Background: an optimization exercise with open tools, aiming at small area, a short achievable clock period and few clock cycles per item. Do not read the settings as production practice.
At most, simulation tests tie the RTL to the original design; equivalence was not proved.
For runs 5 and 6, only the layout was checked, not whether the RTL still works.

==> flow/design.v <==
package csidhPkg;
	localparam int NUM_PRIMES = 130;
	localparam int KEY_W = 4 * NUM_PRIMES;
	localparam int COF_W = 64;
	localparam int DIG_W = 3;
	localparam int NUM_STAGES = (COF_W + DIG_W - 1) / DIG_W;
	localparam int PIPE_W = NUM_STAGES * DIG_W;
	localparam int REM_W = 10;
	localparam logic [COF_W-1:0] COF_ALL = 64'hdbe34c5460e36454;
	localparam int NUM_BUFS = (DIG_W == 2) ? 3 : 2;
	localparam int BUF_W = (NUM_BUFS > 2) ? 2 : 1;
	localparam int BUF_GAP = NUM_STAGES + 3;
	localparam int REP_GAP = 5;
	localparam int AGE_W = $clog2(BUF_GAP + 1);
	localparam int NUM_CHUNKS = 17;
endpackage
`timescale 1ns/1ns
module exponentBank (
	input logic clk,
	input logic load,
	input logic [csidhPkg::KEY_W-1:0] privateKey,
	input logic [4:0] chunkSel,
	input logic chunkDir,
	output logic [7:0] chunkMatch,
	output logic [7:0] keyChunk0,
	output logic [7:0] keyChunk1,
	output logic [15:0] signChunks01,
	input logic maskDir,
	input logic [7:0] maskLo,
	input logic [7:0] maskHi,
	output logic [csidhPkg::NUM_PRIMES-1:0] mask,
	output logic maskSign
);
	localparam int NP = csidhPkg::NUM_PRIMES;
	logic [NP-1:0] signs;
	logic [8*(csidhPkg::NUM_CHUNKS+2)-1:0] matchAll;
	always_ff @(posedge clk) begin
		if (load) begin
			for (int i = 0; i < NP; i++) begin
				signs[i] <= privateKey[4 * (NP - 1 - i) + 3];
			end
		end
	end
	always_comb begin
		for (int i = 0; i < 8; i++) begin
			keyChunk0[i] = !privateKey[4 * (NP - 1 - i) + 3];
			keyChunk1[i] = !privateKey[4 * (NP - 1 - (i + 8)) + 3];
		end
	end
	assign signChunks01 = signs[15:0];
	always_comb begin
		matchAll = '0;
		matchAll[NP-1:0] = signs ^ {NP{!chunkDir}};
	end
	assign chunkMatch = matchAll[8*chunkSel +: 8];
	always_ff @(posedge clk) begin
		for (int i = 0; i < NP; i++) begin
			mask[i] <= (signs[i] == maskDir) && (8'(i) >= maskLo) && (8'(i) <= maskHi);
		end
		maskSign <= maskDir;
	end
endmodule
`timescale 1ns/1ns
module primeMultiplier (
	input logic [8:0] pHalf,
	input logic [csidhPkg::REM_W-1:0] remS,
	input logic [csidhPkg::REM_W-1:0] remC,
	input logic remCin,
	input logic [csidhPkg::DIG_W-1:0] xDig,
	output logic [csidhPkg::DIG_W-1:0] yDig,
	output logic [csidhPkg::REM_W-1:0] remSOut,
	output logic [csidhPkg::REM_W-1:0] remCOut,
	output logic remCinOut
);
	localparam int DW = csidhPkg::DIG_W;
	localparam int RW = csidhPkg::REM_W;
	localparam int SW = RW + DW;
	logic [9:0] p;
	logic [3:0] inv;
	logic [DW-1:0] remLow;
	logic [DW-1:0] t;
	logic [DW-1:0] y;
	logic [SW-1:0] rows [DW];
	logic [SW-1:0] sumS;
	logic [SW-1:0] sumC;
	logic [DW:0] lowSum;
	assign p = {pHalf, 1'b1};
	always_comb begin
		case (p[3:1])
			3'd0: inv = 4'd1;
			3'd1: inv = 4'd11;
			3'd2: inv = 4'd13;
			3'd3: inv = 4'd7;
			3'd4: inv = 4'd9;
			3'd5: inv = 4'd3;
			3'd6: inv = 4'd5;
			default: inv = 4'd15;
		endcase
	end
	assign remLow = remS[DW-1:0] + remC[DW-1:0] + DW'(remCin);
	assign t = xDig - remLow;
	assign y[0] = t[0];
	assign y[1] = t[1] ^ (t[0] & inv[1]);
	generate
		if (DW >= 3) begin : g_y2
			assign y[2] = t[2] ^ (t[1] & inv[1]) ^ (t[0] & inv[2]) ^ (t[0] & t[1] & inv[1]);
		end
		if (DW >= 4) begin : g_y3
			logic a, b, c, e;
			assign a = t[2];
			assign b = t[1] & inv[1];
			assign c = t[0] & inv[2];
			assign e = t[0] & t[1] & inv[1];
			assign y[3] = t[3] ^ (t[2] & inv[1]) ^ (t[1] & inv[2]) ^ (t[0] & inv[3]) ^
				((a & b) ^ (a & c) ^ (a & e) ^ (b & c) ^ (b & e) ^ (c & e));
		end
	endgenerate
	assign yDig = y;
	always_comb begin
		for (int j = 0; j < DW; j++) begin
			rows[j] = y[j] ? SW'(p) << j : '0;
		end
		sumS = SW'(remS);
		sumC = SW'(remC);
		for (int j = 0; j < DW; j++) begin
			logic [SW-1:0] a;
			a = sumS;
			sumS = a ^ sumC ^ rows[j];
			sumC = ((a & sumC) | (a & rows[j]) | (sumC & rows[j])) << 1;
			if (j == 0) sumC[0] = remCin;
		end
	end
	assign lowSum = (DW+1)'(sumS[DW-1:0]) + (DW+1)'(sumC[DW-1:0]);
	assign remSOut = sumS[SW-1:DW];
	assign remCOut = sumC[SW-1:DW];
	assign remCinOut = lowSum[DW];
endmodule
`timescale 1ns/1ns
module cofactorEngine (
	input logic clk,
	input logic rst,
	input logic [7:0] slotIdx,
	input logic slotTake,
	input logic slotFirst,
	input logic slotLast,
	input logic [csidhPkg::BUF_W-1:0] slotBuf,
	output logic [csidhPkg::COF_W-1:0] cofactor,
	output logic repStart,
	output logic preRepStart,
	output logic [csidhPkg::BUF_W-1:0] preRepBuf,
	output logic [csidhPkg::BUF_W-1:0] repBuf,
	output logic lastInFlight
);
	localparam int NS = csidhPkg::NUM_STAGES;
	localparam int DW = csidhPkg::DIG_W;
	localparam int RW = csidhPkg::REM_W;
	localparam int NB = csidhPkg::NUM_BUFS;
	localparam int BW = csidhPkg::BUF_W;
	localparam int PW = csidhPkg::PIPE_W;
	localparam logic [PW-1:0] COF_PAD = PW'(csidhPkg::COF_ALL);
	logic [7:0] dsIdx;
	logic dsTake;
	logic dsFirst;
	logic dsLast;
	logic [BW-1:0] dsBuf;
	logic [8:0] primeHalf;
	logic [BW-1:0] repBufQ;
	logic [BW-1:0] cofSel;
	logic [9*NS-1:0] stP;
	logic [NS-1:0] stFirst;
	logic [NS-1:0] stLast;
	logic [BW*NS-1:0] stBuf;
	logic [RW*NS-1:0] stRemS;
	logic [RW*NS-1:0] stRemC;
	logic [NS-1:0] stCin;
	logic [PW-1:0] xDigits;
	logic [PW-1:0] yDigits;
	logic [RW*NS-1:0] remSOut;
	logic [RW*NS-1:0] remCOut;
	logic [NS-1:0] cinOut;
	logic [NB*PW-1:0] bufs;
	always_comb begin
		case (dsIdx)
			8'd0: primeHalf = 9'd1;
			8'd1: primeHalf = 9'd2;
			8'd2: primeHalf = 9'd3;
			8'd3: primeHalf = 9'd5;
			8'd4: primeHalf = 9'd6;
			8'd5: primeHalf = 9'd8;
			8'd6: primeHalf = 9'd9;
			8'd7: primeHalf = 9'd11;
			8'd8: primeHalf = 9'd14;
			8'd9: primeHalf = 9'd15;
			8'd10: primeHalf = 9'd18;
			8'd11: primeHalf = 9'd20;
			8'd12: primeHalf = 9'd21;
			8'd13: primeHalf = 9'd23;
			8'd14: primeHalf = 9'd26;
			8'd15: primeHalf = 9'd29;
			8'd16: primeHalf = 9'd30;
			8'd17: primeHalf = 9'd33;
			8'd18: primeHalf = 9'd35;
			8'd19: primeHalf = 9'd36;
			8'd20: primeHalf = 9'd39;
			8'd21: primeHalf = 9'd41;
			8'd22: primeHalf = 9'd44;
			8'd23: primeHalf = 9'd48;
			8'd24: primeHalf = 9'd50;
			8'd25: primeHalf = 9'd51;
			8'd26: primeHalf = 9'd53;
			8'd27: primeHalf = 9'd54;
			8'd28: primeHalf = 9'd56;
			8'd29: primeHalf = 9'd63;
			8'd30: primeHalf = 9'd65;
			8'd31: primeHalf = 9'd68;
			8'd32: primeHalf = 9'd69;
			8'd33: primeHalf = 9'd74;
			8'd34: primeHalf = 9'd75;
			8'd35: primeHalf = 9'd78;
			8'd36: primeHalf = 9'd81;
			8'd37: primeHalf = 9'd83;
			8'd38: primeHalf = 9'd86;
			8'd39: primeHalf = 9'd89;
			8'd40: primeHalf = 9'd90;
			8'd41: primeHalf = 9'd95;
			8'd42: primeHalf = 9'd96;
			8'd43: primeHalf = 9'd98;
			8'd44: primeHalf = 9'd99;
			8'd45: primeHalf = 9'd105;
			8'd46: primeHalf = 9'd111;
			8'd47: primeHalf = 9'd113;
			8'd48: primeHalf = 9'd114;
			8'd49: primeHalf = 9'd116;
			8'd50: primeHalf = 9'd119;
			8'd51: primeHalf = 9'd120;
			8'd52: primeHalf = 9'd125;
			8'd53: primeHalf = 9'd128;
			8'd54: primeHalf = 9'd131;
			8'd55: primeHalf = 9'd134;
			8'd56: primeHalf = 9'd135;
			8'd57: primeHalf = 9'd138;
			8'd58: primeHalf = 9'd140;
			8'd59: primeHalf = 9'd141;
			8'd60: primeHalf = 9'd146;
			8'd61: primeHalf = 9'd153;
			8'd62: primeHalf = 9'd155;
			8'd63: primeHalf = 9'd156;
			8'd64: primeHalf = 9'd158;
			8'd65: primeHalf = 9'd165;
			8'd66: primeHalf = 9'd168;
			8'd67: primeHalf = 9'd173;
			8'd68: primeHalf = 9'd174;
			8'd69: primeHalf = 9'd176;
			8'd70: primeHalf = 9'd179;
			8'd71: primeHalf = 9'd183;
			8'd72: primeHalf = 9'd186;
			8'd73: primeHalf = 9'd189;
			8'd74: primeHalf = 9'd191;
			8'd75: primeHalf = 9'd194;
			8'd76: primeHalf = 9'd198;
			8'd77: primeHalf = 9'd200;
			8'd78: primeHalf = 9'd204;
			8'd79: primeHalf = 9'd209;
			8'd80: primeHalf = 9'd210;
			8'd81: primeHalf = 9'd215;
			8'd82: primeHalf = 9'd216;
			8'd83: primeHalf = 9'd219;
			8'd84: primeHalf = 9'd221;
			8'd85: primeHalf = 9'd224;
			8'd86: primeHalf = 9'd228;
			8'd87: primeHalf = 9'd230;
			8'd88: primeHalf = 9'd231;
			8'd89: primeHalf = 9'd233;
			8'd90: primeHalf = 9'd239;
			8'd91: primeHalf = 9'd243;
			8'd92: primeHalf = 9'd245;
			8'd93: primeHalf = 9'd249;
			8'd94: primeHalf = 9'd251;
			8'd95: primeHalf = 9'd254;
			8'd96: primeHalf = 9'd260;
			8'd97: primeHalf = 9'd261;
			8'd98: primeHalf = 9'd270;
			8'd99: primeHalf = 9'd273;
			8'd100: primeHalf = 9'd278;
			8'd101: primeHalf = 9'd281;
			8'd102: primeHalf = 9'd284;
			8'd103: primeHalf = 9'd285;
			8'd104: primeHalf = 9'd288;
			8'd105: primeHalf = 9'd293;
			8'd106: primeHalf = 9'd296;
			8'd107: primeHalf = 9'd299;
			8'd108: primeHalf = 9'd300;
			8'd109: primeHalf = 9'd303;
			8'd110: primeHalf = 9'd306;
			8'd111: primeHalf = 9'd308;
			8'd112: primeHalf = 9'd309;
			8'd113: primeHalf = 9'd315;
			8'd114: primeHalf = 9'd320;
			8'd115: primeHalf = 9'd321;
			8'd116: primeHalf = 9'd323;
			8'd117: primeHalf = 9'd326;
			8'd118: primeHalf = 9'd329;
			8'd119: primeHalf = 9'd330;
			8'd120: primeHalf = 9'd336;
			8'd121: primeHalf = 9'd338;
			8'd122: primeHalf = 9'd341;
			8'd123: primeHalf = 9'd345;
			8'd124: primeHalf = 9'd350;
			8'd125: primeHalf = 9'd354;
			8'd126: primeHalf = 9'd359;
			8'd127: primeHalf = 9'd363;
			8'd128: primeHalf = 9'd366;
			8'd129: primeHalf = 9'd491;
			default: primeHalf = 9'd0;
		endcase
	end
	genvar d;
	generate
		for (d = 0; d < NS; d++) begin : g_stage
			logic [DW-1:0] xIn;
			logic [RW-1:0] remS;
			logic [RW-1:0] remC;
			logic remCin;
			assign xIn = xDigits[DW*d +: DW];
			if (d == 0) begin : g_first
				assign remS = '0;
				assign remC = '0;
				assign remCin = 1'b0;
			end else begin : g_rest
				assign remS = stRemS[RW*d +: RW];
				assign remC = stRemC[RW*d +: RW];
				assign remCin = stCin[d];
			end
			primeMultiplier stage_i (
				.pHalf(stP[9*d +: 9]),
				.remS(remS),
				.remC(remC),
				.remCin(remCin),
				.xDig(xIn),
				.yDig(yDigits[DW*d +: DW]),
				.remSOut(remSOut[RW*d +: RW]),
				.remCOut(remCOut[RW*d +: RW]),
				.remCinOut(cinOut[d])
			);
		end
	endgenerate
	always_ff @(posedge clk) begin
		dsIdx <= slotIdx;
		dsTake <= slotTake;
		dsFirst <= slotFirst;
		dsBuf <= slotBuf;
		stP <= {stP[9*(NS-1)-1:0], dsTake ? primeHalf : 9'd0};
		stFirst <= {stFirst[NS-2:0], dsFirst};
		stBuf <= {stBuf[BW*(NS-1)-1:0], dsBuf};
		stRemS <= {remSOut[RW*(NS-1)-1:0], {RW{1'b0}}};
		stRemC <= {remCOut[RW*(NS-1)-1:0], {RW{1'b0}}};
		stCin <= {cinOut[NS-2:0], 1'b0};
		for (int i = 0; i < NS; i++) begin
			if (i == 0 ? dsFirst : stFirst[i-1]) begin
				xDigits[DW*i +: DW] <= COF_PAD[DW*i +: DW];
			end else begin
				xDigits[DW*i +: DW] <= yDigits[DW*i +: DW];
			end
		end
		for (int i = 0; i < NS; i++) begin
			for (int b = 0; b < NB; b++) begin
				if (stLast[i] && stBuf[BW*i +: BW] == BW'(b)) begin
					bufs[PW*b + DW*i +: DW] <= yDigits[DW*i +: DW];
				end
			end
		end
		if (rst) begin
			dsLast <= 1'b0;
			stLast <= '0;
		end else begin
			dsLast <= slotLast;
			stLast <= {stLast[NS-2:0], dsLast};
		end
		if (repStart) begin
			repBufQ <= repBuf;
		end
	end
	assign cofSel = repStart ? repBuf : repBufQ;
	always_ff @(posedge clk) begin
		for (int b = 0; b < NB; b++) begin
			if (cofSel == BW'(b)) cofactor <= bufs[PW*b +: csidhPkg::COF_W];
		end
		if (repStart) begin
			cofactor[csidhPkg::COF_W-1:DW*(NS-1)] <= yDigits[csidhPkg::COF_W-1:DW*(NS-1)];
		end
	end
	assign repStart = stLast[NS-1];
	assign preRepStart = stLast[NS-2];
	assign preRepBuf = stBuf[BW*(NS-2) +: BW];
	assign repBuf = stBuf[BW*(NS-1) +: BW];
	assign lastInFlight = dsLast || |stLast;
endmodule
`timescale 1ns/1ns
module batchSequencer (
	input logic clk,
	input logic rst,
	input logic start,
	output logic busy,
	output logic load,
	output logic [4:0] chunkSel,
	output logic chunkDir,
	input logic [7:0] chunkMatch,
	input logic [7:0] keyChunk0,
	input logic [7:0] keyChunk1,
	input logic [15:0] signChunks01,
	output logic [7:0] slotIdx,
	output logic slotTake,
	output logic slotFirst,
	output logic slotLast,
	output logic [csidhPkg::BUF_W-1:0] slotBuf,
	input logic repStart,
	input logic preRepStart,
	input logic [csidhPkg::BUF_W-1:0] preRepBuf,
	input logic [csidhPkg::BUF_W-1:0] repBuf,
	input logic lastInFlight,
	output logic maskDir,
	output logic [7:0] maskLo,
	output logic [7:0] maskHi,
	output logic batchValid,
	output logic done
);
	localparam int NB = csidhPkg::NUM_BUFS;
	localparam int BW = csidhPkg::BUF_W;
	localparam int AW = csidhPkg::AGE_W;
	localparam logic [2:0] ST_IDLE = 3'd0;
	localparam logic [2:0] ST_SCAN = 3'd1;
	localparam logic [2:0] ST_PAD = 3'd2;
	localparam logic [2:0] ST_FIN = 3'd3;
	localparam logic [2:0] ST_DONE = 3'd4;
	logic [2:0] state;
	logic dir;
	logic [4:0] chunk;
	logic [7:0] chunkBits;
	logic [7:0] nextBits;
	logic [3:0] members;
	logic newBatch;
	logic [BW-1:0] wrBuf;
	logic [7:0] lo;
	logic metaDir [NB];
	logic [7:0] metaLo [NB];
	logic [7:0] metaHi [NB];
	logic [AW-1:0] bufAge [NB];
	logic [2:0] repAge;
	logic [2:0] repCnt;
	logic repDir;
	logic [7:0] repLo;
	logic [7:0] repHi;
	logic has;
	logic [2:0] pick;
	logic [7:0] rest;
	logic [7:0] idx;
	logic full;
	logic exhausted;
	logic open_;
	logic endOk;
	logic take;
	logic endNow;
	logic needPad;
	logic switchDir;
	logic [BW-1:0] wrBufNext;
	assign busy = state == ST_SCAN || state == ST_PAD || state == ST_FIN;
	assign load = start && !busy;
	assign done = state == ST_DONE;
	assign batchValid = repCnt != 3'd0;
	assign maskDir = repDir;
	assign maskLo = repLo;
	assign maskHi = repHi;
	always_comb begin
		has = chunkBits != 8'd0;
		pick = 3'd0;
		for (int i = 7; i >= 0; i--) begin
			if (chunkBits[i]) pick = 3'(i);
		end
		rest = chunkBits & (chunkBits - 8'd1);
		idx = {chunk[4:0], pick};
	end
	always_comb begin
		wrBufNext = (wrBuf == BW'(NB - 1)) ? '0 : wrBuf + 1'b1;
		endOk = bufAge[wrBuf] == AW'(csidhPkg::BUF_GAP) && repAge == 3'(csidhPkg::REP_GAP);
		full = has && members == 4'd15;
		take = has && (!full || endOk);
		exhausted = chunk == 5'(csidhPkg::NUM_CHUNKS - 1) && (!has || (take && rest == 8'd0));
		open_ = members != 4'd0 || take;
		endNow = (full && endOk) || (exhausted && open_ && endOk);
		needPad = exhausted && open_ && !endOk;
		switchDir = state == ST_SCAN && exhausted && !needPad || state == ST_PAD && endOk;
	end
	assign chunkSel = chunk + 5'd2;
	assign chunkDir = dir;
	always_comb begin
		slotIdx = idx;
		slotTake = 1'b0;
		slotFirst = 1'b0;
		slotLast = 1'b0;
		slotBuf = wrBuf;
		if (state == ST_SCAN) begin
			slotTake = take;
			slotFirst = newBatch;
			slotLast = endNow;
		end else if (state == ST_PAD) begin
			slotLast = endOk;
		end
	end
	always_ff @(posedge clk) begin
		for (int b = 0; b < NB; b++) begin
			if (bufAge[b] != AW'(csidhPkg::BUF_GAP)) bufAge[b] <= bufAge[b] + 1'b1;
		end
		if (repAge != 3'(csidhPkg::REP_GAP)) repAge <= repAge + 3'd1;
		if (slotLast && !rst) begin
			bufAge[wrBuf] <= '0;
			repAge <= 3'd0;
			metaDir[wrBuf] <= dir;
			metaLo[wrBuf] <= lo;
			metaHi[wrBuf] <= (state == ST_SCAN && full) ? idx : 8'd255;
			wrBuf <= wrBufNext;
		end
		if (rst) begin
			state <= ST_IDLE;
			repCnt <= 3'd0;
			wrBuf <= '0;
			for (int b = 0; b < NB; b++) begin
				bufAge[b] <= AW'(csidhPkg::BUF_GAP);
			end
			repAge <= 3'(csidhPkg::REP_GAP);
		end else begin
			if (preRepStart) begin
				repDir <= metaDir[preRepBuf];
				repLo <= metaLo[preRepBuf];
				repHi <= metaHi[preRepBuf];
			end
			if (repStart) begin
				repCnt <= 3'd5;
			end else if (repCnt != 3'd0) begin
				repCnt <= repCnt - 3'd1;
			end
			case (state)
				ST_IDLE, ST_DONE: begin
					state <= ST_IDLE;
					if (start) begin
						state <= ST_SCAN;
						dir <= 1'b0;
						chunk <= 5'd0;
						chunkBits <= keyChunk0;
						nextBits <= keyChunk1;
						members <= 4'd0;
						newBatch <= 1'b1;
						lo <= 8'd0;
					end
				end
				ST_SCAN: begin
					if (endNow) begin
						newBatch <= 1'b1;
						members <= 4'd0;
						lo <= idx + 8'd1;
					end else begin
						newBatch <= 1'b0;
						if (take) members <= members + 4'd1;
					end
					if (exhausted) begin
						if (needPad) begin
							state <= ST_PAD;
						end else if (!dir) begin
							dir <= 1'b1;
							chunk <= 5'd0;
							chunkBits <= signChunks01[7:0];
							nextBits <= signChunks01[15:8];
							lo <= 8'd0;
						end else begin
							state <= ST_FIN;
						end
					end else if (!has || (take && rest == 8'd0)) begin
						chunk <= chunk + 5'd1;
						chunkBits <= nextBits;
						nextBits <= chunkMatch;
					end else if (take) begin
						chunkBits <= rest;
					end
				end
				ST_PAD: begin
					if (endOk) begin
						newBatch <= 1'b1;
						members <= 4'd0;
						if (!dir) begin
							state <= ST_SCAN;
							dir <= 1'b1;
							chunk <= 5'd0;
							chunkBits <= signChunks01[7:0];
							nextBits <= signChunks01[15:8];
							lo <= 8'd0;
						end else begin
							state <= ST_FIN;
						end
					end
				end
				ST_FIN: begin
					if (!lastInFlight && repCnt <= 3'd1) begin
						state <= ST_DONE;
					end
				end
				default: begin
					state <= ST_IDLE;
				end
			endcase
		end
	end
endmodule
`timescale 1ns/1ns
module csidhScheduler (
	input logic clk,
	input logic rst,
	input logic start,
	input logic [csidhPkg::KEY_W-1:0] privateKey,
	output logic busy,
	output logic batchValid,
	output logic batchSign,
	output logic done,
	output logic [csidhPkg::NUM_PRIMES-1:0] batchMask,
	output logic [csidhPkg::COF_W-1:0] cofactor
);
	logic load;
	logic [4:0] chunkSel;
	logic chunkDir;
	logic [7:0] chunkMatch;
	logic [7:0] keyChunk0;
	logic [7:0] keyChunk1;
	logic [15:0] signChunks01;
	logic maskDir;
	logic [7:0] maskLo;
	logic [7:0] maskHi;
	logic [7:0] slotIdx;
	logic slotTake;
	logic slotFirst;
	logic slotLast;
	logic [csidhPkg::BUF_W-1:0] slotBuf;
	logic repStart;
	logic preRepStart;
	logic [csidhPkg::BUF_W-1:0] preRepBuf;
	logic [csidhPkg::BUF_W-1:0] repBuf;
	logic lastInFlight;
	exponentBank bank_i (
		.clk(clk),
		.load(load),
		.privateKey(privateKey),
		.chunkSel(chunkSel),
		.chunkDir(chunkDir),
		.chunkMatch(chunkMatch),
		.keyChunk0(keyChunk0),
		.keyChunk1(keyChunk1),
		.signChunks01(signChunks01),
		.maskDir(maskDir),
		.maskLo(maskLo),
		.maskHi(maskHi),
		.mask(batchMask),
		.maskSign(batchSign)
	);
	batchSequencer seq_i (
		.clk(clk),
		.rst(rst),
		.start(start),
		.busy(busy),
		.load(load),
		.chunkSel(chunkSel),
		.chunkDir(chunkDir),
		.chunkMatch(chunkMatch),
		.keyChunk0(keyChunk0),
		.keyChunk1(keyChunk1),
		.signChunks01(signChunks01),
		.slotIdx(slotIdx),
		.slotTake(slotTake),
		.slotFirst(slotFirst),
		.slotLast(slotLast),
		.slotBuf(slotBuf),
		.repStart(repStart),
		.preRepStart(preRepStart),
		.preRepBuf(preRepBuf),
		.repBuf(repBuf),
		.lastInFlight(lastInFlight),
		.maskDir(maskDir),
		.maskLo(maskLo),
		.maskHi(maskHi),
		.batchValid(batchValid),
		.done(done)
	);
	cofactorEngine cof_i (
		.clk(clk),
		.rst(rst),
		.slotIdx(slotIdx),
		.slotTake(slotTake),
		.slotFirst(slotFirst),
		.slotLast(slotLast),
		.slotBuf(slotBuf),
		.cofactor(cofactor),
		.repStart(repStart),
		.preRepStart(preRepStart),
		.preRepBuf(preRepBuf),
		.repBuf(repBuf),
		.lastInFlight(lastInFlight)
	);
endmodule
==> flow/run.sh <==
#!/bin/bash
# synth_recipe.tcl (not shown) runs the flow's synth.tcl, then flattens the netlist and writes it again
# the make line also repeats each setting of config.mk as NAME=value (left out here)
make -C /OpenROAD-flow-scripts/flow DESIGN_CONFIG=/design/flow/config.mk WORK_HOME=/design/flow/orfs CLKGATE_MAP_FILE= SYNTH_SCRIPT=/design/flow/synth_recipe.tcl finish
==> flow/config.mk <==
export PLATFORM = sky130hd
export DESIGN_NAME = csidhScheduler
export DESIGN_NICKNAME = csidhScheduler
export VERILOG_FILES = /design/flow/design.v
export SDC_FILE = /design/flow/constraint.sdc
export NUM_CORES = 4
export LEC_CHECK = 0
export CAP_MARGIN = 20
export CORE_MARGIN = 2
export CORE_UTILIZATION = 40
export SETUP_SLACK_MARGIN = 4.8
export SLEW_MARGIN = 20
==> flow/constraint.sdc <==
create_clock -name core_clock -period 8.0 [get_ports {clk}]
set_input_delay 1.6000 -clock core_clock [delete_from_list [all_inputs] [get_ports {clk}]]
set_output_delay 1.6000 -clock core_clock [all_outputs]
set_load 0.01 [all_outputs]
==> results of run 1 <==
logic make-up (layout without fill, tap and decap cells):
logic type	after synthesis	count (layout)
and+or+nand+nor	1035	1035
DFF	1210	1210
adders and majority gates	663	663
AOI/OAI and AO/OA	448	448
buffers and inverters	696	1362
xor gates and xnor gates	278	294
muxes	161	161
other	2	6
registers in the layout, indices dropped and copies added, names as in the netlist, 16 cells and up, named ones only:
signal	flops
cof_i.cofactor	61
cof_i.xDigits	62
bank_i.signs	130
cof_i.stRemC	168
cof_i.stRemS	168
cof_i.stP	183
seq_i.metaLo	16
cof_i.bufs	122
cof_i.stLast	22
seq_i.metaHi	16
bank_i.mask	130
cof_i.stFirst	21
cof_i.stBuf	22
cells in the mapped netlist (62+ instances only):
library cell,n
inv_1,495
nor2_1,118
ha_1,103
a21oi_1,101
nand2_1,194
xor2_1,121
dfxtp_1,872
a2111oi_0,62
o21ai_0,92
and2_1,266
clkbuf_1,174
fa_1,504
mux2_2,78
xnor2_1,157
edfxtp_1,338
nor2b_1,261
critical path: cells and delay by family (launching register included):
kind / cells / cell delay (ps)
DFF: 1 / 330
and+or+nand+nor: 1 / 130
buffers and inverters: 2 / 340
adders and majority gates: 5 / 2440
xor gates and xnor gates: 1 / 140
stage by stage:
stage	instances	setup slack (ps)
after floorplan	4494	4010
after detailed placement	6467	3640
after global routing	6970	4460
after global placement	6467	3640
after CTS	6880	4500
final	6973	4540
cell type report:
| class | instances | area [um^2] |
|---|---|---|
| tap | 1794 | 2240 |
| sequential | 1210 | 27700 |
| timing repair buffer | 617 | 5840 |
| clock buffer | 190 | 3870 |
| antenna | 3 | 7.51 |
| fill | 11900 | 67700 |
| multi-input combinational | 2604 | 28100 |
| clock inverter | 57 | 492 |
| inverter | 498 | 1880 |
what timing repair did:
| item | in CTS | in global routing |
|---|---|---|
| endpoints found under the hold margin | 0 | 0 |
| pin swaps | 257 | 337 |
| setup endpoints to repair | 577 | 391 |
| buffers inserted | 144 | 86 |
| cloned | 22 | 3 |
| resized for setup | 731 | 311 |
metal layers:
| metal | global-route usage, % | share of wire (%) | up-vias |
|---|---|---|---|
| met4 | 8.51 | 4.1 | 2 |
| met1 | 26.4 | 42 | 17400 |
| met3 | 4.52 | 6.5 | 299 |
| met2 | 32.4 | 47 | 1052 |
| met5 | 0 | 0.0091 | - |
| li1 | - | - | 15800 |
worst paths after layout:
path / startpoint / to / slack, ps / depth (start not counted)
worst max-delay path: cof_i.stRemS[110] / cof_i.stRemS[120] / 4540 / 9
worst min-delay path: cof_i.stP[5] / cof_i.stP[14] / 320 / 0
worst max register to register: cof_i.stRemS[110] / cof_i.stRemS[120] / 4540 / 9
worst min register to register: cof_i.stP[5] / cof_i.stP[14] / 320 / 0
==> summary.txt, run 1 <==
Status: finished clean
Hold Violations, Final: 0
Adder-Cell Fraction of Synth Area: 21.5%
IO Pins: 721
Leading area contributor after synthesis: dfxtp_1
Final Skew: 31.0 ps
Min Tclk post-route: 3460 ps
Register area share after synthesis: 49.6%
DR pass1 iterations: 6
Detail Route Antenna Nets: 0
First-pass GRT wire length: 216,000 um
Post-synthesis mux area share: 4.20%
Most common cell after layout, fill and taps aside: dfxtp_1
Synth Area in Simple Gates: 10.1%
Clock latency on the worst-skew pair: 770 ps
FF+latch count, synth: 1,210
GRT Util Overall: 20.2%
Core Rows: 136
Worst hold slack: 324 ps
Share of layout cells above drive strength 1: 26.3%
Worst-path cell chain: fa_1 > fa_2 > fa_2 > xnor2_2 > buf_6 > buf_6 > and2_4 > fa_2 > fa_2
Syn_area_per_cell: 12.4 um^2
Die Y: 377 um
RePlAce Congestion: 0.983
HPWL Detailed: 100,000 um
Die area: 142,000 um^2
Post-synthesis compound-gate area fraction: 5.42%
Largest cells by area after synthesis: dfxtp_1 (31%), edfxtp_1 (18%), fa_1 (18%), inv_1 (3.3%), and2_1 (3.0%)
Overflow left after global routing: 0
Fmax: 0.289 GHz
DRC: 0
Design area: 70,100 um^2
Syn Std Cell Area: 55,600 um^2
Slew @ Worst Pin: 1220 ps
Crit end category: flip-flop
H-tree levels: 4
Worst path max stage delay: 620 ps
CTS root buf: clkbuf_16
Type of the worst min-delay path: flip-flop to flip-flop
Main combinational cell family by area after synthesis: adder cells
Max-slew headroom: 16.5%
Commonest non-fill, non-tap cells in the layout: dfxtp_1 (807), inv_1 (373), edfxtp_1 (338)
Core area: 138,000 um^2
Post-synth EDFFs: 338
TNS Setup: 0 ps
Critical Path AT: 4140 ps
Share of flip-flops with an asynchronous set or reset: 0%
WP data required: 8690 ps
Netlist cell types: 76
CP Max Fanout: 8
DRT Wirelength: 143,000 um
Die X-Extent: 377 um
PortBufs: 327
DRT iter0 DRCs: 2,384
CP dominant cell by count: fa_2
Number of clock sinks: 1,210
Pin count of the biggest net entering global routing: 131
Core Util, Final: 50.9%
Max-slew violation count: 0
DR WL/cell: 20.6 um
Top FF cell, synth: dfxtp_1
Initial core utilization: 40.4%
Xor and xnor fraction of the mapped netlist area: 4.38%
Crit Path Class: flip-flop to flip-flop
# setup viols final: 0
RSZ-0062 raised after global routing: yes
Reg clk slew, reported paths: 60 ps
Initial antenna violation count: 9
Area grow syn2layout: 26.0%
Synth Warn #: 5
Synth top area share: 31.4%
Hold Buf Count CTS: 0
Synth Instances: 4,493
Vias in the first global route: 35,900
Placed cell area: 61,000 um^2
Max cap viols: 0
Fin crit share: 43.2%
Vias/cell: 4.95
Critical Path Slowest Stage Cell: fa_2
Total number of vias: 34,500
Nets@finish: 6,197
Startpoint class of the critical path: flip-flop
CTS tree: done
CTS max path bufs: 3
CTS buffer count: 136
Testbench counts, summed over its fixed seeds: cycles 3,981, keys 24.
==> run 2, diff against run 1 <==
--- a/flow/config.mk
+++ b/flow/config.mk
@@ -8,5 +8,5 @@
 export CAP_MARGIN = 20
 export CORE_MARGIN = 2
 export CORE_UTILIZATION = 40
-export SETUP_SLACK_MARGIN = 4.8
+export SETUP_SLACK_MARGIN = 4.3
 export SLEW_MARGIN = 20
==> run 2 against run 1 <==
- non-clock buffer count is 246 lower
- setup slack worse by 140 ps
- synthesized area unchanged
- still clean
- register-to-register slack worse by 70 ps
- maximum frequency decreased by 3.9%
- via count is 4.0% lower
- sequential cell count stayed put
- sequential share of layout area grew 2.5 points
==> summary.txt, run 2 <==
CTS root buf: clkbuf_16
Fin crit share: 44.9%
Worst setup path start: seq_i.state[0]
Syn Std Cell Area: 55,600 um^2
Largest register by flop count: cof_i.stP
Type of the worst min-delay path: flip-flop to flip-flop
Detail Route Antenna Nets: 0
DR pass1 iterations: 6
Vias in the first global route: 33,900
Share of flip-flops with an asynchronous set or reset: 0%
DRT Wirelength: 131,000 um
Overflow left after global routing: 0
Reg clk slew, reported paths: 60 ps
CTS tree: done
List of most frequent post-synthesis cells: dfxtp_1 (872), fa_1 (504), inv_1 (495), edfxtp_1 (338), and2_1 (266)
Pin count of the biggest net entering global routing: 132
CP bufs+invs: 1
Nets@finish: 5,934
Vias/cell: 4.94
Largest regs: cof_i.stP: 183 flops, cof_i.stRemC: 168 flops, cof_i.stRemS: 168 flops
Syn_area_per_cell: 12.4 um^2
FF+latch count, synth: 1,210
Most common cell after layout, fill and taps aside: dfxtp_1
Top-count cell post-synth: dfxtp_1
Core Rows: 136
Synth Warn #: 5
CTS buffer count: 134
Leading area contributor after synthesis: dfxtp_1
Die Y: 377 um
Max cap viols: 0
WP data required: 6400 ps
Critical Path AT: 2000 ps
First-pass GRT wire length: 202,000 um
R2r setup slk: 4470 ps
DRT iter0 DRCs: 2,446
Initial antenna violation count: 8
Worst r2r src: seq_i.chunkBits[3]
TNS Setup: 0 ps
Initial core utilization: 40.4%
RePlAce Congestion: 0.954
Worst Reg-to-Reg Cells: 8
Netlist cell types: 76
RSZ-0062 raised after global routing: no
Startpoint class of the critical path: flip-flop
Top FF cell, synth: dfxtp_1
Fillers: 12,300
Max-slew headroom: 19.6%
Post-synth EDFFs: 338
Critical Path Slowest Stage Cell: clkdlybuf4s50_1
PortBufs: 327
Number of clock sinks: 1,210
Status: finished clean
DRC: 0
HPWL Detailed: 98,200 um
DR WL/cell: 19.6 um
Worst path max stage delay: 530 ps
Final Skew: 30.0 ps
Number of flip-flops in the largest register: 183
WHS Endpoint: cof_i.stP[9]
Setup slack after layout: 4400 ps
# setup viols final: 0
Synth top area share: 31.4%
Clock latency on the worst-skew pair: 770 ps
Area grow syn2layout: 18.3%
Core Util, Final: 47.7%
GRT Util Overall: 18.7%
Register area share after synthesis: 49.6%
Hold Violations, Final: 0
Fmax: 0.278 GHz
Largest cells by area after synthesis: dfxtp_1 (31%), edfxtp_1 (18%), fa_1 (18%), inv_1 (3.3%), and2_1 (3.0%)
CTS max path bufs: 3
Worst R2R End: seq_i.bufAge[0][2]
Share of layout cells above drive strength 1: 9.96%
Worst-path cell chain: nor2_4 > and2_1 > clkdlybuf4s50_1
Synth Instances: 4,493
DP Worst Slack: 3470 ps
Crit Path Class: flip-flop to primary output
Slew @ Worst Pin: 1180 ps
IO Pins: 721
Hold path depth: 0
Hold_sp: cof_i.stP[0]
CP Max Fanout: 13
Core area: 138,000 um^2
Die area: 142,000 um^2
Top Family by Delay on Critical Path: buffers and inverters
Crit end category: primary output
Min Tclk post-route: 3600 ps
Commonest non-fill, non-tap cells in the layout: dfxtp_1 (868), inv_1 (495), fa_1 (489)
Total number of vias: 33,200
Max-slew violation count: 0
Die X-Extent: 377 um
H-tree levels: 4
==> run 2: metal layers <==
layer | up-vias | wire length, um | global-route usage [%]
met5 | - | 0 | 0
met4 | 0 | 5330 | 8.05
met3 | 271 | 8880 | 3.93
met2 | 1050 | 59900 | 29.0
met1 | 16500 | 57300 | 25.4
li1 | 15300 | - | -
==> run 2: kinds of logic after synthesis <==
group                    synth area share (%)
flip-flops                               49.6
AND/OR/NAND/NOR                          10.1
buffers and inverters                    4.76
adder cells (fa/ha/maj)                  21.5
AO/OA/AOI/OAI                            5.42
XOR/XNOR                                 4.38
multiplexers                             4.20
other                                  0.0135
==> run 2: per-stage QoR <==
stage	cells	cell area, um^2	hold slack, ps
4_1_cts	6701	65600	327
6_report	6710	65800	326
2_1_floorplan	4494	55600	310
3_5_place_dp	6458	60800	312
3_3_place_gp	6458	60700	314
5_1_grt	6705	65800	331
==> run 2: layout make-up <==
| class | instances | area, um^2 | share of cell area [%] |
|---|---|---|---|
| Multi-Input combinational cell | 2589 | 25900 | 39.4 |
| Clock inverter | 58 | 716 | 1.09 |
| Antenna cell | 5 | 12.5 | 0.0190 |
| Clock buffer | 185 | 3790 | 5.76 |
| Timing Repair Buffer | 371 | 3620 | 5.50 |
| Sequential cell | 1210 | 27600 | 42.0 |
| Inverter | 498 | 1870 | 2.84 |
| Tap cell | 1794 | 2240 | 3.41 |
==> run 2: how the worst max path moves through the flow <==
stage,end,slack [ps],cells past startpoint
2_1_floorplan,bank_i.signs[0],4010,1
3_3_place_gp,seq_i.chunkBits[5],3460,6
3_5_place_dp,seq_i.chunkBits[3],3470,6
4_1_cts,seq_i.metaLo[1][1],4290,6
5_1_grt,seq_i.bufAge[1][1],4300,7
6_report,done,4400,3
==> run 2: timing repair <==
item / CTS / global route
resized for setup: 44 / 29
setup buffers: 0 / 3
pin swaps: 0 / 3
hold buffers: 0 / 0
setup endpoints to repair: 264 / 244
cloned: 0 / 1
hold endpoints to repair: 0 / 0
==> run 3, diff against run 2 <==
--- a/flow/config.mk
+++ b/flow/config.mk
@@ -7,6 +7,6 @@
 export LEC_CHECK = 0
 export CAP_MARGIN = 20
 export CORE_MARGIN = 2
-export CORE_UTILIZATION = 40
-export SETUP_SLACK_MARGIN = 4.3
+export CORE_UTILIZATION = 60
+export SETUP_SLACK_MARGIN = 4.5
 export SLEW_MARGIN = 20
==> run 3 against run 2 <==
- still clean
- first-iteration DRC count is 18% higher
- via count is 2.6% higher
- synthesized area stayed put
- sequential share of layout area hardly changed
- core utilization is 24 points higher
- critical path type is now flip-flop to flip-flop
==> summary.txt, run 3 <==
Die Y: 308 um
Commonest non-fill, non-tap cells in the layout: dfxtp_1 (862), inv_1 (482), fa_1 (472)
CTS tree: done
Fmax: 0.289 GHz
Max cap viols: 0
Top-count cell post-synth: dfxtp_1
RSZ-0062 raised after global routing: yes
Top Family by Delay on Critical Path: adder cells
TNS Setup: 0 ps
Die area: 95,200 um^2
DR WL/cell: 21.5 um
Share of flip-flops with an asynchronous set or reset: 0%
Crit Path Class: flip-flop to flip-flop
Post-synthesis mux area share: 4.20%
Main combinational cell family by area after synthesis: adder cells
CP dominant cell by count: fa_1
Reg clk slew, reported paths: 60 ps
Core Rows: 111
Largest cells by area after synthesis: dfxtp_1 (31%), edfxtp_1 (18%), fa_1 (18%), inv_1 (3.3%), and2_1 (3.0%)
Placed cell area: 60,100 um^2
Post-synth EDFFs: 338
IO Pins: 721
Initial core utilization: 60.6%
Final Skew: 39.2 ps
Max-slew headroom: 14.9%
Setup slack after layout: 4540 ps
Fillers: 6,379
Fin crit share: 43.2%
Critical Path Slowest Stage Cell: fa_2
Worst Reg-to-Reg Cells: 9
Initial antenna violation count: 9
Detail Route Antenna Nets: 0
CTS buffer count: 121
Slew @ Worst Pin: 1240 ps
Xor and xnor fraction of the mapped netlist area: 4.38%
Synth top area share: 31.4%
CP bufs+invs: 2
Syn Std Cell Area: 55,600 um^2
Multi-input logic area: 26,400 um^2
Most common cell after layout, fill and taps aside: dfxtp_1
# setup viols final: 0
Vias in the first global route: 34,500
Die X-Extent: 308 um
Type of the worst min-delay path: flip-flop to flip-flop
WP data required: 8590 ps
Startpoint class of the critical path: flip-flop
Netlist cell types: 76
PortBufs: 327
HPWL Detailed: 96,200 um
Top FF cell, synth: dfxtp_1
Status: finished clean
Max-slew violation count: 0
Number of flip-flops in the largest register: 183
DP Worst Slack: 3490 ps
CTS root buf: clkbuf_16
Hold Violations, Final: 0
Share of layout cells above drive strength 1: 12.7%
Clock latency on the worst-skew pair: 730 ps
Post-synthesis compound-gate area fraction: 5.42%
Design area: 65,800 um^2
Hold path depth: 0
DRT Wirelength: 134,000 um
FF+latch count, synth: 1,210
Largest regs: cof_i.stP: 183 flops, cof_i.stRemC: 168 flops, cof_i.stRemS: 168 flops
First-pass GRT wire length: 201,000 um
List of most frequent post-synthesis cells: dfxtp_1 (872), fa_1 (504), inv_1 (495), edfxtp_1 (338), and2_1 (266)
Nets@finish: 6,009
CP Max Fanout: 5
DR pass1 iterations: 5
Critical Path AT: 4050 ps
Worst path max stage delay: 570 ps
Largest register by flop count: cof_i.stP
Stages on worst setup path: 9
Synth Area in Simple Gates: 10.1%
RePlAce Congestion: 1.02
Overflow left after global routing: 0
Register area: 27,600 um^2
Vias/cell: 5.46
DRC: 0
Worst-path cell chain: fa_1 > fa_2 > fa_2 > xnor2_2 > buf_6 > buf_4 > and2_1 > fa_1 > fa_1
Number of clock sinks: 1,210
Total number of vias: 34,000
Min Tclk post-route: 3460 ps
DRT iter0 DRCs: 2,878
Syn_area_per_cell: 12.4 um^2
Area grow syn2layout: 18.4%
Synth Instances: 4,493
Synth Warn #: 5
Pin count of the biggest net entering global routing: 132
Hold Buf Count CTS: 0
CTS max path bufs: 3
Register area share after synthesis: 49.6%
Leading area contributor after synthesis: dfxtp_1
Adder-Cell Fraction of Synth Area: 21.5%
H-tree levels: 3
GRT Util Overall: 27.9%
Worst hold slack: 321 ps
Core area: 91,800 um^2
Crit end category: flip-flop
run 3: cell counts after synthesis:
Identical to the previous run, type by type.
run 3: path summary, 6_finish.rpt:
| kind | startpoint | endpoint | slack (ps) |
|---|---|---|---|
| max | cof_i.stRemS[170] | cof_i.stRemS[186] | 4540 |
| min | cof_i.dsFirst | cof_i.stFirst[0] | 320 |
| max reg2reg | cof_i.stRemS[170] | cof_i.stRemS[186] | 4540 |
| min reg2reg | cof_i.dsFirst | cof_i.stFirst[0] | 320 |
run 3: cells by family (layout without fill, tap and decap cells):
family	count (synthesis)	after routing
buf+inv	696	1180
simple gates	1035	1035
compound gates	448	448
flops	1210	1210
fa+ha+maj	663	663
mux	161	161
other cells	2	6
xor+xnor	278	288
run 3: what timing repair did:
action,CTS,global route
endpoints found under the hold margin,0,0
endpoints found under the setup margin,317,262
cloned,1,11
setup buffers,20,51
pin swaps,16,72
gates resized for setup,76,100
run 3: cell type report:
| class | count | share of cell area (%) |
|---|---|---|
| timing repair buffer | 450 | 6.63 |
| inverter | 498 | 2.84 |
| clock buffer | 178 | 5.41 |
| clock inverter | 54 | 0.773 |
| sequential | 1210 | 41.9 |
| antenna | 3 | 0.0114 |
| multi-input combinational | 2598 | 40.0 |
| tap | 1243 | 2.36 |
run 3: metrics by stage:
step / util, % / cells
floorplan: - / 4494
global placement: 65.5 / 5915
detailed placement: 65.5 / 5916
CTS: 70.6 / 6169
global route: 71.7 / 6231
finish: 71.7 / 6234
run 3: layer usage:
metal,track usage (%),vias up,part of all wire (%)
met5,0,-,0.027
met4,11.6,6,4.6
met3,6.73,343,7.6
met2,43.2,1217,46
met1,37.9,17000,42
li1,-,15500,-
==> run 4, diff against run 3 <==
--- a/flow/config.mk
+++ b/flow/config.mk
@@ -7,6 +7,6 @@
 export LEC_CHECK = 0
 export CAP_MARGIN = 20
 export CORE_MARGIN = 2
-export CORE_UTILIZATION = 60
+export CORE_UTILIZATION = 40
 export SETUP_SLACK_MARGIN = 4.5
 export SLEW_MARGIN = 20
==> run 4 against run 3 <==
- first-iteration DRC count decreased by 13%
- core utilization decreased by 23 points
- die area increased by 49%
- via count decreased by 1.2%
- clock skew decreased by 11 ps
- setup slack got worse by 36 ps
- hold slack improved by 6.3 ps
- final cell count increased by 8.9%
- global-route usage decreased by 9.1 points
- critical path type unchanged
- highest routed layer is now met4
==> summary.txt, run 4 <==
Min Tclk post-route: 3490 ps
RePlAce Congestion: 0.954
Multi-input logic area: 26,400 um^2
# setup viols final: 0
IO Pins: 721
DRT Wirelength: 136,000 um
Top-count cell post-synth: dfxtp_1
Top FF cell, synth: dfxtp_1
Most common cell after layout, fill and taps aside: dfxtp_1
Overflow left after global routing: 0
Synth Warn #: 5
Critical Path AT: 4140 ps
Crit Path Class: flip-flop to flip-flop
Number of clock sinks: 1,210
Share of layout cells above drive strength 1: 12.9%
Core Rows: 136
DRC: 0
Reg clk slew, reported paths: 60 ps
Worst R2R End: cof_i.stRemS[204]
Worst setup path start: cof_i.xDigits[58]
FF+latch count, synth: 1,210
Synth top area share: 31.4%
Worst setup path endpoint: cof_i.stRemS[204]
CP Max Fanout: 6
GRT Util Overall: 18.8%
H-tree levels: 4
Number of flip-flops in the largest register: 183
CTS tree: done
Status: finished clean
DRT iter0 DRCs: 2,509
Vias in the first global route: 34,000
Die X-Extent: 377 um
CTS buffer count: 134
HPWL Detailed: 98,200 um
Fin crit share: 43.7%
Share of flip-flops with an asynchronous set or reset: 0%
Fmax: 0.286 GHz
Total number of vias: 33,600
Syn Std Cell Area: 55,600 um^2
Register area: 27,600 um^2
TNS Setup: 0 ps
Area grow syn2layout: 20.5%
WP data required: 8640 ps
R2r setup slk: 4510 ps
Max cap viols: 0
Detail Route Antenna Nets: 0
CTS max path bufs: 3
Register area share after synthesis: 49.6%
Die Y: 377 um
Uppermost routed layer: met4
Die area: 142,000 um^2
Nets@finish: 6,013
List of most frequent post-synthesis cells: dfxtp_1 (872), fa_1 (504), inv_1 (495), edfxtp_1 (338), and2_1 (266)
Type of the worst min-delay path: flip-flop to flip-flop
Synth Instances: 4,493
Leading area contributor after synthesis: dfxtp_1
Netlist cell types: 76
Vias/cell: 4.95
Post-synth EDFFs: 338
RSZ-0062 raised after global routing: yes
First-pass GRT wire length: 203,000 um
Initial antenna violation count: 7
Startpoint class of the critical path: flip-flop
Met2 WL: 62,800 um
DRT met1 WL: 58,900 um
Max-slew headroom: 18.7%
Syn_area_per_cell: 12.4 um^2
DR WL/cell: 20.0 um
Final Skew: 27.8 ps
Clock latency on the worst-skew pair: 770 ps
Fillers: 12,200
Hold Buf Count CTS: 0
Worst Reg-to-Reg Cells: 12
Largest register by flop count: cof_i.stP
Crit end category: flip-flop
Commonest non-fill, non-tap cells in the layout: dfxtp_1 (861), inv_1 (486), fa_1 (471)
Largest regs: cof_i.stP: 183 flops, cof_i.stRemC: 168 flops, cof_i.stRemS: 168 flops
Max-slew violation count: 0
Pin count of the biggest net entering global routing: 132
WL met3: 8710 um
Core area: 138,000 um^2
Worst r2r src: cof_i.xDigits[58]
Hold Violations, Final: 0
DR pass1 iterations: 6
PortBufs: 327
Initial core utilization: 40.4%
Largest cells by area after synthesis: dfxtp_1 (31%), edfxtp_1 (18%), fa_1 (18%), inv_1 (3.3%), and2_1 (3.0%)
Slew @ Worst Pin: 1220 ps
CTS root buf: clkbuf_16
==> run 4: cell counts after synthesis <==
Identical to the previous run, type by type.
==> run 4: logic make-up after synthesis <==
family                   share of synthesized area, %
AO/OA/AOI/OAI                                    5.42
XOR/XNOR                                         4.38
adder cells (fa/ha/maj)                          21.5
buffers and inverters                            4.76
flip-flops                                       49.6
multiplexers                                     4.20
other                                          0.0135
AND/OR/NAND/NOR                                  10.1
==> run 4: worst min-delay path by stage <==
stage / start / to / cells after the start
2_1_floorplan: cof_i.dsBuf / cof_i.stBuf[0] / 0
3_3_place_gp: cof_i.stP[5] / cof_i.stP[14] / 0
3_5_place_dp: cof_i.dsFirst / cof_i.stFirst[0] / 0
4_1_cts: cof_i.stP[7] / cof_i.stP[16] / 0
5_1_grt: cof_i.stP[6] / cof_i.stP[15] / 0
6_report: cof_i.stP[2] / cof_i.stP[11] / 0
==> run 4: area by class of cell <==
| cell class | count | area share, % |
|---|---|---|
| tap | 1794 | 3.35 |
| timing repair buffer | 441 | 6.44 |
| multi-input combinational | 2598 | 39.5 |
| sequential | 1210 | 41.2 |
| antenna | 6 | 0.0224 |
| inverter | 498 | 2.79 |
| clock buffer | 185 | 5.65 |
| clock inverter | 58 | 1.07 |
==> run 4: layer usage <==
metal,vias to the layer above,track usage (%)
met4,0,8.05
met5,-,0
met3,275,3.92
met2,1051,29.2
li1,15500,-
met1,16800,25.4
==> run 4: repair_timing <==
action	in CTS	in global routing
pin swaps	18	71
cloned	0	14
resized for setup	78	114
endpoints found under the setup margin	321	270
setup buffers	16	53
==> run 4: per-stage QoR <==
step / utilization, % / setup slack, ps / area, um^2 / hold slack [ps] / cells
CTS: 47.8 / 4500 / 65900 / 327 / 6717
detailed placement: 44.1 / 3470 / 60800 / 312 / 6458
finish: 48.6 / 4510 / 67000 / 328 / 6790
global placement: 44.1 / 3460 / 60700 / 314 / 6458
floorplan: - / 4010 / 55600 / 310 / 4494
global route: 48.6 / 4370 / 67000 / 331 / 6784
==> run 4: critical path, cell delays in order (launching register included) <==
cell and delay [ps]:
dfxtp_2 320, inv_2 40, fa_1 510, fa_2 420, fa_2 540, xnor2_4 300, nand2_2 100, fa_2 420
xnor2_2 150, xnor2_1 180, xnor2_1 150, xnor2_1 150, xnor2_1 90
==> run 5, diff against run 4 <==
--- a/flow/design.v
+++ b/flow/design.v
@@ -77,7 +77,6 @@
 	localparam int SW = RW + DW;
 	logic [9:0] p;
 	logic [3:0] inv;
-	logic [DW-1:0] remLow;
 	logic [DW-1:0] t;
 	logic [DW-1:0] y;
 	logic [SW-1:0] rows [DW];
@@ -97,8 +96,30 @@
 			default: inv = 4'd15;
 		endcase
 	end
-	assign remLow = remS[DW-1:0] + remC[DW-1:0] + DW'(remCin);
-	assign t = xDig - remLow;
+	logic [DW-1:0] ta;
+	logic [DW-1:0] tb;
+	logic [DW-1:0] tg;
+	logic [DW-1:0] tp;
+	logic [DW:0] tc;
+	always_comb begin
+		ta = xDig ^ ~remS[DW-1:0] ^ ~remC[DW-1:0];
+		tb = ((xDig & ~remS[DW-1:0]) | (xDig & ~remC[DW-1:0]) | (~remS[DW-1:0] & ~remC[DW-1:0])) << 1;
+		tb[0] = !remCin;
+		tg = ta & tb;
+		tp = ta ^ tb;
+		tc[0] = 1'b1;
+		for (int i = 0; i < DW; i++) begin
+			logic run;
+			tc[i+1] = 1'b0;
+			run = 1'b1;
+			for (int j = i; j >= 0; j--) begin
+				tc[i+1] = tc[i+1] | (run & tg[j]);
+				run = run & tp[j];
+			end
+			tc[i+1] = tc[i+1] | run;
+		end
+		t = tp ^ tc[DW-1:0];
+	end
 	assign y[0] = t[0];
 	assign y[1] = t[1] ^ (t[0] & inv[1]);
 	generate
@@ -130,7 +151,19 @@
 			if (j == 0) sumC[0] = remCin;
 		end
 	end
-	assign lowSum = (DW+1)'(sumS[DW-1:0]) + (DW+1)'(sumC[DW-1:0]);
+	always_comb begin
+		logic [DW-1:0] lg;
+		logic [DW-1:0] lp;
+		logic run;
+		lg = sumS[DW-1:0] & sumC[DW-1:0];
+		lp = sumS[DW-1:0] ^ sumC[DW-1:0];
+		lowSum = '0;
+		run = 1'b1;
+		for (int i = DW - 1; i >= 0; i--) begin
+			lowSum[DW] = lowSum[DW] | (run & lg[i]);
+			run = run & lp[i];
+		end
+	end
 	assign remSOut = sumS[SW-1:DW];
 	assign remCOut = sumC[SW-1:DW];
 	assign remCinOut = lowSum[DW];
--- a/flow/config.mk
+++ b/flow/config.mk
@@ -8,5 +8,5 @@
 export CAP_MARGIN = 20
 export CORE_MARGIN = 2
 export CORE_UTILIZATION = 40
-export SETUP_SLACK_MARGIN = 4.5
+export SETUP_SLACK_MARGIN = 4.8
 export SLEW_MARGIN = 20
==> run 5 against run 4 <==
- wire length up 1.6%
- largest cell class unchanged
- still clean on timing, DRC and antenna
- synthesized area up 1.1%
- sequential share of layout area rose by 0.69 points
- count of clock-buffer cells in the layout is 6 higher
- non-clock buffer count fell by 32
- core utilization is 0.75 points lower
==> summary.txt, run 5 <==
RePlAce Congestion: 0.959
Clock latency on the worst-skew pair: 780 ps
Crit end category: flip-flop
Fin crit share: 40.2%
Vias/cell: 4.87
Layer with the highest usage: met2
Synth Warn #: 5
TNS Setup: 0 ps
Slew @ Worst Pin: 1260 ps
CTS buffer count: 136
Total number of vias: 34,400
Core area: 140,000 um^2
# setup viols final: 0
Syn Std Cell Area: 56,300 um^2
Initial core utilization: 40.3%
Netlist cell types: 83
Die X-Extent: 379 um
Share of flip-flops with an asynchronous set or reset: 0%
DRT iter0 DRCs: 2,047
Placed cell area: 61,600 um^2
Die Y: 379 um
Synth Instances: 4,712
CTS max path bufs: 3
Worst r2r src: seq_i.repLo[5]
Detail Route Antenna Nets: 0
HPWL Detailed: 103,000 um
Fmax: 0.311 GHz
Hold_sp: cof_i.dsBuf
Met3 GRT Util: 4.85%
Type of the worst min-delay path: flip-flop to flip-flop
Overflow left after global routing: 0
Area grow syn2layout: 18.7%
List of most frequent post-synthesis cells: dfxtp_1 (884), inv_1 (669), fa_1 (485), and2_1 (386), edfxtp_1 (342)
Largest cells by area after synthesis: dfxtp_1 (31%), edfxtp_1 (18%), fa_1 (17%), inv_1 (4.5%), and2_1 (4.3%)
H-tree levels: 4
Syn_area_per_cell: 11.9 um^2
Post-Layout Cell Count: 7,057
RSZ-0062 raised after global routing: yes
CTS tree: done
Vias in the first global route: 35,300
Die area: 144,000 um^2
FF+latch count, synth: 1,226
Top-count cell post-synth: dfxtp_1
Register area share after synthesis: 49.7%
Top FF cell, synth: dfxtp_1
CTS root buf: clkbuf_16
WP data required: 8590 ps
Global routing usage on met2: 29.8%
First-pass GRT wire length: 213,000 um
Max-slew headroom: 15.8%
Leading area contributor after synthesis: dfxtp_1
Core Rows: 137
GRT Util Overall: 19.6%
Commonest non-fill, non-tap cells in the layout: dfxtp_1 (867), inv_1 (667), fa_1 (465)
Worst setup path start: seq_i.repLo[5]
Share of layout cells above drive strength 1: 11.0%
Nets@finish: 6,144
DRC: 0
Initial antenna violation count: 16
PortBufs: 329
Status: finished clean
Final Skew: 24.4 ps
Critical Path AT: 3810 ps
Max-slew violation count: 0
Largest register by flop count: cof_i.stP
Pin count of the biggest net entering global routing: 73
Most common cell after layout, fill and taps aside: dfxtp_1
DR WL/cell: 19.6 um
Largest regs: cof_i.stP: 180 flops, cof_i.stRemC: 174 flops, cof_i.stRemS: 174 flops
Startpoint class of the critical path: flip-flop
Crit Path Class: flip-flop to flip-flop
CP Max Fanout: 15
IO Pins: 721
Number of flip-flops in the largest register: 180
Synth top area share: 31.5%
DRT Wirelength: 138,000 um
Post-synth EDFFs: 342
Reg clk slew, reported paths: 60 ps
Hold Buf Count CTS: 0
Number of clock sinks: 1,226
Min Tclk post-route: 3220 ps
DR pass1 iterations: 6
Design area: 66,800 um^2
Placed cells: 6,770
Met1 global-route usage: 26.6%
Hold Violations, Final: 0
Max cap viols: 0
[run 5: cell count changes after synthesis, sizes merged, moves of 12 or more]
cell   change
and2     +120
fa        -19
or2       +15
a21oi     +30
maj3      -14
dfxtp     +12
ha        -26
a31oi     -27
inv      +175
nand2     +54
xor2      +26
nor2b    -154
[run 5: through the flow]
step | hold WS, ps | setup WS, ps | utilization, %
global route | 355 | 4680 | 47.9
floorplan | 310 | 4010 | -
finish | 342 | 4780 | 47.9
CTS | 347 | 4580 | 47.6
detailed placement | 319 | 3900 | 44.1
global placement | 320 | 3900 | 44.1
[run 5: logic make-up after synthesis]
family	synth area share, %
flops	49.7
xor+xnor	4.70
other cells	0.00667
buf+inv	5.89
compound gates	5.70
simple gates	10.1
mux	4.14
fa+ha+maj	19.7
[run 5: what timing repair did]
action,4_1_cts,5_1_grt
resized for setup,279,51
pin swaps,4,17
setup buffers,8,19
endpoints found under the hold margin,0,0
endpoints found under the setup margin,583,253
[run 5: area by class of cell]
class	instances	area [um^2]
inverter	672	2530
clock buffer	191	3850
timing repair buffer	409	3700
tap	1876	2350
sequential	1226	28000
multi-input combinational	2614	25600
fill	12600	72700
clock inverter	62	762
antenna	7	17.5
[run 5: routing by layer]
metal / vias up / share of wire, %
li1: 15900 / -
met1: 17200 / 44
met2: 1054 / 45
met3: 282 / 7.3
met4: 4 / 4.3
met5: - / 0.019
[run 5: worst max-delay path: stages, from the launching register on]
cell,delay (ps)
edfxtp_1,890
nand2b_1,360
nor2_1,940
a21o_1,140
a21oi_1,60
a2111oi_0,650
[run 5: path summary, 6_finish.rpt]
path	end	cells after the start	slack, ps
setup reg to reg	bank_i.mask[101]	5	4780
hold reg to reg	cof_i.stBuf[0]	0	340
setup / recovery	bank_i.mask[101]	5	4780
hold / removal	cof_i.stBuf[0]	0	340
==> run 6, diff against run 5 <==
--- a/flow/config.mk
+++ b/flow/config.mk
@@ -8,5 +8,5 @@
 export CAP_MARGIN = 20
 export CORE_MARGIN = 2
 export CORE_UTILIZATION = 40
-export SETUP_SLACK_MARGIN = 4.8
+export SETUP_SLACK_MARGIN = 5.0
 export SLEW_MARGIN = 20
==> run 6 against run 5 <==
- clock skew down 1.3 ps
- design area up 3.3%
- synthesized area unchanged
- critical endpoint is now busy
- largest cell class unchanged
==> summary.txt, run 6 <==
Status: finished clean
Max-slew violation count: 0
Largest regs: cof_i.stP: 180 flops, cof_i.stRemC: 174 flops, cof_i.stRemS: 174 flops
Reg clk slew, reported paths: 60 ps
Hold path depth: 0
Clock latency on the worst-skew pair: 770 ps
Nets@finish: 6,288
Area grow syn2layout: 22.7%
Fin crit share: 39.5%
Core Util, Final: 49.5%
Slew @ Worst Pin: 1410 ps
Vias/cell: 4.90
Fillers: 12,500
Die Y: 379 um
RePlAce Congestion: 0.959
Startpoint class of the critical path: flip-flop
Min Tclk post-route: 3160 ps
Top-count cell post-synth: dfxtp_1
Max cap viols: 0
CTS max path bufs: 3
Number of flip-flops in the largest register: 180
IO Pins: 721
Fmax: 0.317 GHz
HPWL Detailed: 103,000 um
Synth Instances: 4,712
Critical Path Slowest Stage Cell: dfxtp_4
Top Family by Delay on Critical Path: flip-flops
DR WL/cell: 20.1 um
CP bufs+invs: 2
Die area: 144,000 um^2
Share of flip-flops with an asynchronous set or reset: 0%
Max-slew headroom: 5.79%
Worst path max stage delay: 370 ps
List of most frequent post-synthesis cells: dfxtp_1 (884), inv_1 (669), fa_1 (485), and2_1 (386), edfxtp_1 (342)
Leading area contributor after synthesis: dfxtp_1
Number of clock sinks: 1,226
Critical Path AT: 1560 ps
Synth Warn #: 5
CTS buffer count: 136
Syn_area_per_cell: 11.9 um^2
Core Rows: 137
GRT Util Overall: 19.7%
Vias in the first global route: 35,700
DRT Wirelength: 145,000 um
WHS Endpoint: cof_i.stP[11]
CTS root buf: clkbuf_16
Worst r2r src: seq_i.repHi[7]
Hold Buf Count CTS: 0
Synth top area share: 31.5%
# setup viols final: 0
Netlist cell types: 83
DRC: 0
Worst Reg-to-Reg Cells: 3
Commonest non-fill, non-tap cells in the layout: dfxtp_1 (798), inv_1 (632), fa_1 (461)
Worst R2R End: bank_i.mask[82]
TNS Setup: 0 ps
Overflow left after global routing: 0
Crit Path Class: flip-flop to primary output
Core area: 140,000 um^2
PortBufs: 329
Register area share after synthesis: 49.7%
Top FF cell, synth: dfxtp_1
Worst-path cell chain: nor2_4 > buf_6 > nor2_4 > buf_6
CTS tree: done
RSZ-0062 raised after global routing: yes
H-tree levels: 4
Largest register by flop count: cof_i.stP
Final Skew: 23.1 ps
Crit end category: primary output
Total number of vias: 35,200
Hold Violations, Final: 0
First-pass GRT wire length: 214,000 um
Die X-Extent: 379 um
FF+latch count, synth: 1,226
Detail Route Antenna Nets: 0
CP Max Fanout: 4
R2r setup slk: 5000 ps
Most common cell after layout, fill and taps aside: dfxtp_1
Largest cells by area after synthesis: dfxtp_1 (31%), edfxtp_1 (18%), fa_1 (17%), inv_1 (4.5%), and2_1 (4.3%)
DRT iter0 DRCs: 2,566
Syn Std Cell Area: 56,300 um^2
DR pass1 iterations: 6
Hold_sp: cof_i.stP[2]
Initial core utilization: 40.3%
Share of layout cells above drive strength 1: 18.9%
Initial antenna violation count: 15
WP data required: 6400 ps
Post-synth EDFFs: 342
Pin count of the biggest net entering global routing: 109
Type of the worst min-delay path: flip-flop to flip-flop
run 6: cell counts after synthesis:
No cell type changed its count.
run 6: area by class of cell:
cell class	count	area [um^2]	share of cell area [%]
Tap cell	1876	2350	3.40
Multi-Input combinational cell	2630	26600	38.6
Sequential cell	1226	28100	40.7
Timing Repair Buffer	537	4960	7.19
Clock buffer	190	3870	5.61
Inverter	672	2520	3.65
Clock inverter	60	586	0.848
Antenna cell	4	10.0	0.0145
run 6: worst max-delay path by stage:
stage	start	to	slack, ps	cells past startpoint
finish	seq_i.state[0]	busy	4840	4
global placement	start	bank_i.signs[98]	3880	3
global route	seq_i.state[0]	busy	4770	4
detailed placement	start	bank_i.signs[98]	3860	3
CTS	seq_i.repCnt[1]	batchValid	4710	4
floorplan	start	bank_i.signs[0]	4010	1
run 6: routing by layer:
metal | GRT usage [%] | wire, um | vias up
li1 | - | - | 16200
met1 | 27.3 | 64000 | 17600
met2 | 29.7 | 64800 | 1147
met3 | 4.17 | 10400 | 266
met4 | 8.32 | 5720 | 0
met5 | 0 | 0 | -
run 6: metrics by stage:
step	hold slack (ps)	cell area, um^2	instances	setup WS [ps]
floorplan	310	56300	4713	4010
global placement	351	61500	6763	3880
detailed placement	355	61600	6763	3860
CTS	359	66900	7054	4710
global route	376	69000	7191	4770
finish	355	69000	7195	4840
run 6: kinds of logic after synthesis:
kind of cell / Yosys count / synth area share [%]
AO/OA/AOI/OAI: 479 / 5.70
XOR/XNOR: 302 / 4.70
adder cells (fa/ha/maj): 604 / 19.7
buffers and inverters: 873 / 5.89
flip-flops: 1226 / 49.7
multiplexers: 165 / 4.14
other: 1 / 0.00667
AND/OR/NAND/NOR: 1062 / 10.1
run 6: repair_timing:
action	in CTS	in global routing
pin swaps	31	109
buffers inserted	40	117
cloned	1	19
resized for setup	627	274
endpoints found under the setup margin	694	405
run 6: worst reg2reg max path, delay by kind of cell (launching register included):
kind,cells,cell delay (ps)
compound gates,1,990
flops,1,920
simple gates,2,890

port drivers added, routing unchanged:
How much do the figures lean on ideal ports? The routed layouts below were timed once more, with nothing changed but the port constraints. Step 1, drivers: a clkbuf_16 drives clk and a buf_2 each remaining input, both assumed. Step 2 moves the port delays by t, midway between the first and last clock arrival at a register: inputs arrive t later, outputs are due t later. That takes back most of the time a late clock gives input paths. Slacks: no drivers / after step 1 / after step 2; pairs: no drivers / after step 1.
run | shift t [ns] | setup slack, ns | worst setup path after step 2 | slew at the worst register clock pin (ns) | cell pins on the clock port's net
run 1 | 0.820 | 4.543 / 4.543 / 4.138 | input to register | 0.07 / 0.07 | 1
run 2 | 0.831 | 4.405 / 4.332 / 3.653 | input to register | 0.07 / 0.07 | 1
run 3 | 0.778 | 4.541 / 4.541 / 3.814 | input to register | 0.07 / 0.07 | 1
run 4 | 0.833 | 4.505 / 4.493 / 3.996 | input to register | 0.07 / 0.07 | 1
run 5 | 0.845 | 4.781 / 4.753 / 4.037 | input to register | 0.07 / 0.07 | 1
run 6 | 0.835 | 4.842 / 4.760 / 4.318 | input to register | 0.07 / 0.07 | 1
After both steps every run listed still meets setup and hold. For run 2, which loses most, drivers alone change the setup slack by -0.073 ns; drivers and shift together by -0.752 ns.
